Background: an optimization exercise with open tools, aiming at small area, a short achievable clock period and few clock cycles. Do not read the settings as production practice.
At most, simulation tests tie the RTL to the original design; equivalence was not proved.
Power figures rest on the tool's default switching activity, not on a simulated workload.

## the reference run
==> module lrd_parse, before the edit <==
module lrd_parse (
    input  logic [31:0] i_h,
    input  logic [7:0]  i_xlo,
    output logic [31:0] o_h
);
    logic [31:0] x, t0, t1, t2, t3, t4, t5;
    logic [31:0] s1, c1, s2, c2, s3, c3, s4, c4;
    logic [16:0] lo;
    logic [15:0] hi0, hi1;
    assign x  = {i_h[31:8], i_xlo};
    assign t0 = x;
    assign t1 = x << 1;
    assign t2 = x << 4;
    assign t3 = x << 7;
    assign t4 = x << 8;
    assign t5 = x << 24;
    assign s1 = t0 ^ t1 ^ t2;
    assign c1 = ((t0 & t1) | (t0 & t2) | (t1 & t2)) << 1;
    assign s2 = t3 ^ t4 ^ t5;
    assign c2 = ((t3 & t4) | (t3 & t5) | (t4 & t5)) << 1;
    assign s3 = s1 ^ c1 ^ s2;
    assign c3 = ((s1 & c1) | (s1 & s2) | (c1 & s2)) << 1;
    assign s4 = s3 ^ c3 ^ c2;
    assign c4 = ((s3 & c3) | (s3 & c2) | (c3 & c2)) << 1;
    assign lo  = {1'b0, s4[15:0]} + {1'b0, c4[15:0]};
    assign hi0 = s4[31:16] + c4[31:16];
    assign hi1 = s4[31:16] + c4[31:16] + 16'd1;
    assign o_h = {lo[16] ? hi1 : hi0, lo[15:0]};
endmodule
==> flow/config.mk <==
export PLATFORM = sky130hd
export DESIGN_NAME = log_record_deframer_core
export DESIGN_NICKNAME = log_record_deframer_core
export VERILOG_FILES = /design/flow/design.v
export SDC_FILE = /design/flow/constraint.sdc
export NUM_CORES = 4
export LEC_CHECK = 0
export CAP_MARGIN = 20
export CORE_MARGIN = 2
export CORE_UTILIZATION = 40
export CTS_CLUSTER_DIAMETER = 100
export CTS_CLUSTER_SIZE = 25
export SLEW_MARGIN = 20
==> flow/constraint.sdc <==
create_clock -name core_clock -period 10.0 [get_ports {i_clk}]
set_input_delay 2.0000 -clock core_clock [delete_from_list [all_inputs] [get_ports {i_clk}]]
set_output_delay 2.0000 -clock core_clock [all_outputs]
set_load 0.01 [all_outputs]
standard.sh (not shown) runs the stock make flow with config.mk's settings and CLKGATE_MAP_FILE= SYNTH_SCRIPT=/design/flow/synth_recipe.tcl, a recipe that flattens the netlist after the stock synthesis.
==> flow/flow/run.sh <==
#!/bin/bash
# Standard layout with two changes: the port buffers are the smallest buffer cell
# (buf_1) instead of the default pick, and repair_timing aims for more setup slack than
# the flow settings allow. Every input and output port still gets its own buffer; the
# clock period and constraints are the standard flow's.
set -euo pipefail
export BUFFER_PORTS_ARGS="-buffer_cell sky130_fd_sc_hd__buf_1"
export SETUP_SLACK_MARGIN=6.0
bash standard.sh > standard_flow.log 2>&1
The reference run: done, clean on timing, DRC and antenna
Relative to the reference run, the following input files were edited for the trial run:
-- flow/design.v --
<<< the reference run, line 25
    logic [31:0] x, t0, t1, t2, t3, t4, t5;
    logic [31:0] s1, c1, s2, c2, s3, c3, s4, c4;
    logic [16:0] lo;
    logic [15:0] hi0, hi1;
    assign x  = {i_h[31:8], i_xlo};
    assign t0 = x;
>>> the trial run, line 25
    logic [31:0] x, t0, t1, t2, t3, t4, t5;
    logic [31:0] s1, c1, s2, c2, s3, c3, s4, c4;
    assign x  = {i_h[31:8], i_xlo};
    assign t0 = x;
<<< the reference run, line 42
    assign s4 = s3 ^ c3 ^ c2;
    assign c4 = ((s3 & c3) | (s3 & c2) | (c3 & c2)) << 1;
    assign lo  = {1'b0, s4[15:0]} + {1'b0, c4[15:0]};
    assign hi0 = s4[31:16] + c4[31:16];
    assign hi1 = s4[31:16] + c4[31:16] + 16'd1;
    assign o_h = {lo[16] ? hi1 : hi0, lo[15:0]};
endmodule
module lrd_outq #(
>>> the trial run, line 40
    assign s4 = s3 ^ c3 ^ c2;
    assign c4 = ((s3 & c3) | (s3 & c2) | (c3 & c2)) << 1;
    assign o_h = s4 + c4;
endmodule
module lrd_outq #(
==> comparison <==
Between the trial run and the reference run, the difference in cell count is negligible. Synthesized cell count in the trial run is 17 below the reference run. According to the power report, total power for the trial run is lower than for the reference run. On mean instance size in the synthesized netlist: between the trial run and the reference run, it ends up lower for the reference run. Compared with the reference run, the trial run shows a core utilization that is 0.68 points higher.
Testbench counts of the trial run, summed over its fixed seeds: cycles 22,746.
Only the layout flow was run in the reference run; the RTL was not checked for function there.

## static timing again, ports no longer ideal
Ports are ideal in the flow. The routed layouts listed here were re-timed in OpenROAD. Step 1 assumes that a clkbuf_16 drives the clock port and a buf_2 every other input. Step 2 adds t to the input delays and takes it off the output delays; t is the mean of the earliest and latest rising clock arrival at the registers after step 1. Input paths then give back, and output paths get back, about the clock's delay inside the block. Three values: ideal ports, drivers, drivers and shift; two values: the first two.
run	shift t [ns]	setup WS [ns]	hold WS [ns]
the reference run	0.592	5.378 / 5.378 / 5.378	0.456 / 0.456 / 0.456
the trial run	0.604	5.914 / 5.914 / 5.908	0.467 / 0.467 / 0.467
After both steps every run listed still meets setup and hold. The setup slack of the trial run, which loses most, moves by 0.000 ns with the drivers and by -0.006 ns with both steps.
